This design comes from an exercise in tuning for small area on the open sky130 flow, not from production work. The RTL was checked by simulation tests, not by an equivalence proof against the original design. Power and IR drop assume default switching activity.

==> flow/design.v <==
package bp_pkg;
  localparam logic [1:0] NPC_SEQ = 2'b00;
  localparam logic [1:0] NPC_BR  = 2'b01;
  localparam logic [1:0] NPC_J   = 2'b10;
  localparam logic [1:0] NPC_JR  = 2'b11;
  localparam logic [1:0] CTR_WNT = 2'b01;
  localparam logic [1:0] CTR_WT  = 2'b10;
  localparam int unsigned TAG_MAX_W = 28;
  typedef struct packed {
    logic                 valid;
    logic [TAG_MAX_W-1:0] tag;
    logic [1:0]           op;
    logic [31:0]          target;
    logic [1:0]           ctr;
  } btb_entry_t;
  localparam btb_entry_t BTB_RESET = {1'b0, {TAG_MAX_W{1'b0}}, NPC_SEQ, 32'h0, CTR_WNT};
  function automatic logic [1:0] ctr_step(input logic [1:0] ctr, input logic taken);
    ctr_step = ctr;
    if (taken && ctr != 2'b11) begin
      ctr_step = ctr + 2'b01;
    end else if (!taken && ctr != 2'b00) begin
      ctr_step = ctr - 2'b01;
    end
  endfunction
endpackage
module bp_ras #(
  parameter int unsigned Depth = 4
) (
  input  logic                   clk,
  input  logic                   rst,
  input  logic                   push_i,
  input  logic                   pop_i,
  input  logic [31:0]            push_data_i,
  output logic [31:0]            top_o,
  output logic [$clog2(Depth):0] count_o
);
  localparam int unsigned PtrW = $clog2(Depth);
  localparam int unsigned CntW = $clog2(Depth) + 1;
  logic [31:0]     stack_q [Depth];
  logic [PtrW-1:0] top_q, top_d;
  logic [CntW-1:0] cnt_q, cnt_d;
  always_comb begin
    top_d = top_q;
    cnt_d = cnt_q;
    if (pop_i && cnt_q != '0) begin
      top_d = top_q - PtrW'(1);
      cnt_d = cnt_q - CntW'(1);
    end
    if (push_i) begin
      top_d = top_d + PtrW'(1);
      if (cnt_d != CntW'(Depth)) begin
        cnt_d = cnt_d + CntW'(1);
      end
    end
  end
  always_ff @(posedge clk or posedge rst) begin
    if (rst) begin
      top_q <= '0;
      cnt_q <= '0;
    end else begin
      top_q <= top_d;
      cnt_q <= cnt_d;
    end
  end
  always_ff @(posedge clk) begin
    for (int i = 0; i < int'(Depth); i++) begin
      if (push_i && top_d == PtrW'(i)) begin
        stack_q[i] <= push_data_i;
      end
    end
  end
  logic [Depth-1:0]       top_sel;
  logic [Depth*32-1:0]    stack_flat;
  always_comb begin
    for (int i = 0; i < int'(Depth); i++) begin
      top_sel[i]              = (top_q == PtrW'(i));
      stack_flat[i*32 +: 32]  = stack_q[i];
    end
  end
  bp_sel_or #(.N(Depth), .W(32)) u_top_rd (
    .sel_i  (top_sel),
    .data_i (stack_flat),
    .data_o (top_o)
  );
  assign count_o = cnt_q;
endmodule
import bp_pkg::*;
module bp_aoi3 (
  input  logic [2:0] s_i,
  input  logic [2:0] d_i,
  output logic       y_o
);
  assign y_o = ~|(s_i & d_i);
endmodule
module bp_sel_or #(
  parameter int unsigned N = 32,
  parameter int unsigned W = 8
) (
  input  logic [N-1:0]   sel_i,
  input  logic [N*W-1:0] data_i,
  output logic [W-1:0]   data_o
);
  localparam int unsigned G = (N + 2) / 3;
  logic [3*G-1:0] sel_pad;
  logic [G-1:0]   grp_n [W];
  assign sel_pad = (3*G)'(sel_i);
  for (genvar b = 0; b < int'(W); b++) begin : g_bit
    logic [3*G-1:0] col;
    for (genvar e = 0; e < int'(3*G); e++) begin : g_col
      if (e < int'(N)) begin : g_d
        assign col[e] = data_i[e*W + b];
      end else begin : g_z
        assign col[e] = 1'b0;
      end
    end
    for (genvar g = 0; g < int'(G); g++) begin : g_grp
      bp_aoi3 u_aoi (
        .s_i (sel_pad[3*g +: 3]),
        .d_i (col[3*g +: 3]),
        .y_o (grp_n[b][g])
      );
    end
    assign data_o[b] = ~&grp_n[b];
  end
endmodule
module branch_predictor #(
  parameter int unsigned ENTRIES   = 32,
  parameter int unsigned RAS_DEPTH = 8
) (
  input  logic        clk,
  input  logic        rst,
  input  logic        req,
  input  logic [31:0] PC_PF,
  input  logic        flush,
  input  logic        upd_valid,
  input  logic [31:0] upd_pc,
  input  logic [1:0]  upd_op,
  input  logic        upd_taken,
  input  logic [31:0] upd_target,
  input  logic        upd_call,
  output logic        pred_valid,
  output logic        pred_hit,
  output logic        pred_taken,
  output logic [31:0] target_addr_final
);
  localparam int unsigned IdxW = $clog2(ENTRIES);
  localparam int unsigned TagW = 32 - IdxW - 2;
  logic [1:0]      btb_op_q     [ENTRIES];
  logic [TagW-1:0] btb_tag_q    [ENTRIES];
  logic [31:0]     btb_target_q [ENTRIES];
  logic [1:0]      btb_ctr_q    [ENTRIES];
  logic            pred_valid_q, pred_hit_q, pred_taken_q;
  logic [31:0]     target_q;
  logic [IdxW-1:0] lk_idx, up_idx;
  logic [TagW-1:0] lk_tag, up_tag;
  logic [ENTRIES-1:0] lk_sel, up_sel;
  logic [1:0]      lk_op, up_op;
  logic            lk_ctr1;
  logic [1:0]      up_ctr_old, up_ctr;
  logic [TagW-1:0] lk_etag, up_etag;
  logic [31:0]     lk_etarget, lk_jump_target, lk_target;
  logic            lk_hit, lk_taken, up_hit, upd_en;
  logic [31:0]     ras_top;
  logic            ras_nonempty;
  assign lk_idx = PC_PF[IdxW+1:2];
  assign lk_tag = PC_PF[31:IdxW+2];
  assign up_idx = upd_pc[IdxW+1:2];
  assign up_tag = upd_pc[31:IdxW+2];
  always_comb begin
    for (int e = 0; e < int'(ENTRIES); e++) begin
      lk_sel[e] = (lk_idx == IdxW'(e));
      up_sel[e] = (up_idx == IdxW'(e));
    end
  end
  logic [ENTRIES*(2+1+TagW+32)-1:0] lk_rd_data;
  logic [ENTRIES*(2+2+TagW)-1:0]    up_rd_data;
  always_comb begin
    for (int e = 0; e < int'(ENTRIES); e++) begin
      lk_rd_data[e*(2+1+TagW+32) +: (2+1+TagW+32)] =
        {btb_op_q[e], btb_ctr_q[e][1], btb_tag_q[e], btb_target_q[e]};
      up_rd_data[e*(2+2+TagW) +: (2+2+TagW)] = {btb_op_q[e], btb_ctr_q[e], btb_tag_q[e]};
    end
  end
  bp_sel_or #(.N(ENTRIES), .W(2+1+TagW+32)) u_lk_rd (
    .sel_i  (lk_sel),
    .data_i (lk_rd_data),
    .data_o ({lk_op, lk_ctr1, lk_etag, lk_etarget})
  );
  bp_sel_or #(.N(ENTRIES), .W(2+2+TagW)) u_up_rd (
    .sel_i  (up_sel),
    .data_i (up_rd_data),
    .data_o ({up_op, up_ctr_old, up_etag})
  );
  assign lk_hit   = (lk_op != NPC_SEQ) && (lk_etag == lk_tag);
  assign lk_taken = lk_hit && (lk_op[1] || lk_ctr1);
  always_comb begin
    lk_jump_target = lk_etarget;
    if (lk_op == NPC_JR && ras_nonempty) begin
      lk_jump_target = ras_top;
    end
    lk_target = lk_taken ? lk_jump_target : (PC_PF + 32'd4);
  end
  always_ff @(posedge clk or posedge rst) begin
    if (rst) begin
      pred_valid_q <= 1'b0;
      pred_hit_q   <= 1'b0;
      pred_taken_q <= 1'b0;
      target_q     <= '0;
    end else begin
      if (flush) begin
        pred_valid_q <= 1'b0;
      end else if (req) begin
        pred_valid_q <= 1'b1;
      end
      if (req) begin
        pred_hit_q   <= lk_hit;
        pred_taken_q <= lk_taken;
        target_q     <= lk_target;
      end
    end
  end
  assign pred_valid        = pred_valid_q;
  assign pred_hit          = pred_hit_q;
  assign pred_taken        = pred_taken_q;
  assign target_addr_final = target_q;
  assign upd_en = upd_valid && (upd_op != NPC_SEQ);
  assign up_hit = (up_op != NPC_SEQ) && (up_etag == up_tag);
  always_comb begin
    if (!up_hit) begin
      up_ctr = upd_taken ? CTR_WT : CTR_WNT;
    end else if (upd_op == NPC_BR) begin
      up_ctr = up_ctr_old;
      if (upd_taken && up_ctr_old != 2'b11) begin
        up_ctr = up_ctr_old + 2'b01;
      end else if (!upd_taken && up_ctr_old != 2'b00) begin
        up_ctr = up_ctr_old - 2'b01;
      end
    end else begin
      up_ctr = up_ctr_old;
    end
  end
  always_ff @(posedge clk or posedge rst) begin
    if (rst) begin
      for (int e = 0; e < int'(ENTRIES); e++) begin
        btb_op_q[e] <= NPC_SEQ;
      end
    end else begin
      for (int e = 0; e < int'(ENTRIES); e++) begin
        if (upd_en && up_sel[e]) begin
          btb_op_q[e] <= upd_op;
        end
      end
    end
  end
  always_ff @(posedge clk) begin
    for (int e = 0; e < int'(ENTRIES); e++) begin
      if (upd_en && up_sel[e]) begin
        btb_tag_q[e]    <= up_tag;
        btb_target_q[e] <= upd_target;
        btb_ctr_q[e]    <= up_ctr;
      end
    end
  end
  logic                       ras_push, ras_pop;
  logic [31:0]                ras_push_data;
  logic [$clog2(RAS_DEPTH):0] ras_count;
  assign ras_push      = upd_en && upd_call;
  assign ras_pop       = upd_en && (upd_op == NPC_JR);
  assign ras_push_data = upd_pc + 32'd8;   
  bp_ras #(
    .Depth (RAS_DEPTH)
  ) u_ras (
    .clk         (clk),
    .rst         (rst),
    .push_i      (ras_push),
    .pop_i       (ras_pop),
    .push_data_i (ras_push_data),
    .top_o       (ras_top),
    .count_o     (ras_count)
  );
  assign ras_nonempty = (ras_count != '0);
endmodule
export LEC_CHECK = 0
export CAP_MARGIN = 20
export CORE_MARGIN = 2
export CORE_UTILIZATION = 45
export PLACE_DENSITY = 0.55
export SLEW_MARGIN = 20
export SYNTH_HIERARCHICAL = 1
export SYNTH_MINIMUM_KEEP_SIZE = 0
create_clock -name core_clock -period 6.5 [get_ports {clk}]
standard.sh (not shown) runs the stock make flow with config.mk's settings and CLKGATE_MAP_FILE= SYNTH_SCRIPT=/design/flow/synth_recipe.tcl, a recipe that flattens the netlist after the stock synthesis.
==> flow/flow/run.sh <==
#!/bin/bash
set -euo pipefail
export CTS_ARGS="-sink_clustering_enable -repair_clock_nets -dont_use_dummy_load -sink_clustering_size 16 -sink_clustering_max_diameter 50 -buf_list {sky130_fd_sc_hd__clkbuf_4 sky130_fd_sc_hd__clkbuf_8}"
export BUFFER_PORTS_ARGS="-buffer_cell sky130_fd_sc_hd__buf_4"
bash standard.sh > flow.log 2>&1
Rerun with:
--- a/flow/design.v
+++ b/flow/design.v
@@ -69,29 +69,15 @@
       end
     end
   end
-  logic [Depth-1:0]       top_sel;
-  logic [Depth*32-1:0]    stack_flat;
-  always_comb begin
+  always_comb begin
+    top_o = '0;
     for (int i = 0; i < int'(Depth); i++) begin
-      top_sel[i]              = (top_q == PtrW'(i));
-      stack_flat[i*32 +: 32]  = stack_q[i];
-    end
-  end
-  bp_sel_or #(.N(Depth), .W(32)) u_top_rd (
-    .sel_i  (top_sel),
-    .data_i (stack_flat),
-    .data_o (top_o)
-  );
+      top_o = top_o | (stack_q[i] & {32{top_q == PtrW'(i)}});
+    end
+  end
   assign count_o = cnt_q;
 endmodule
 import bp_pkg::*;
-module bp_aoi3 (
-  input  logic [2:0] s_i,
-  input  logic [2:0] d_i,
-  output logic       y_o
-);
-  assign y_o = ~|(s_i & d_i);
-endmodule
 module bp_sel_or #(
   parameter int unsigned N = 32,
   parameter int unsigned W = 8
@@ -100,27 +86,11 @@
   input  logic [N*W-1:0] data_i,
   output logic [W-1:0]   data_o
 );
-  localparam int unsigned G = (N + 2) / 3;
-  logic [3*G-1:0] sel_pad;
-  logic [G-1:0]   grp_n [W];
-  assign sel_pad = (3*G)'(sel_i);
-  for (genvar b = 0; b < int'(W); b++) begin : g_bit
-    logic [3*G-1:0] col;
-    for (genvar e = 0; e < int'(3*G); e++) begin : g_col
-      if (e < int'(N)) begin : g_d
-        assign col[e] = data_i[e*W + b];
-      end else begin : g_z
-        assign col[e] = 1'b0;
-      end
-    end
-    for (genvar g = 0; g < int'(G); g++) begin : g_grp
-      bp_aoi3 u_aoi (
-        .s_i (sel_pad[3*g +: 3]),
-        .d_i (col[3*g +: 3]),
-        .y_o (grp_n[b][g])
-      );
-    end
-    assign data_o[b] = ~&grp_n[b];
+  always_comb begin
+    data_o = '0;
+    for (int e = 0; e < int'(N); e++) begin
+      data_o = data_o | (data_i[e*W +: W] & {W{sel_i[e]}});
+    end
   end
 endmodule
 module branch_predictor #(
Result: Setup slack is worse by 0.28 ns. Utilization came out lower by 1.9 points. Routed wire length rises by 5.2%. Sequential power barely changes. Die area rose by 5.7%. Cell area rose by 2.1%. Hold slack gets worse by 0.11 ns. Area after synthesis goes up by 5.8%. Final cell count goes up by 8.9%. Register-to-register slack gets worse by 0.15 ns.

separate check: timing with driven ports:
The results above use ideal ports. As a check the final layouts listed here were re-extracted and re-timed, cells and wires unchanged. Step 1 assumes that a clkbuf_16 drives the clock port and a buf_2 every other input. Step 2 times the ports against the registers' clock, not the clock port: input delays grow and output delays shrink by t, the midpoint of the rising clock arrivals with the driver on. Slacks: ideal / step 1 / step 2; pairs: ideal / step 1.
run	shift t [ns]	slack for setup (ns)	worst setup path after step 2
the first run	1.032	1.120 / 1.165 / 0.133	input to register
the second run	1.042	0.843 / 0.876 / -0.166	input to register
With both steps, setup timing fails in the second run, where it was met with ideal ports. The setup slack of the second run, which loses most, moves by +0.033 ns with the drivers and by -1.009 ns with both steps.
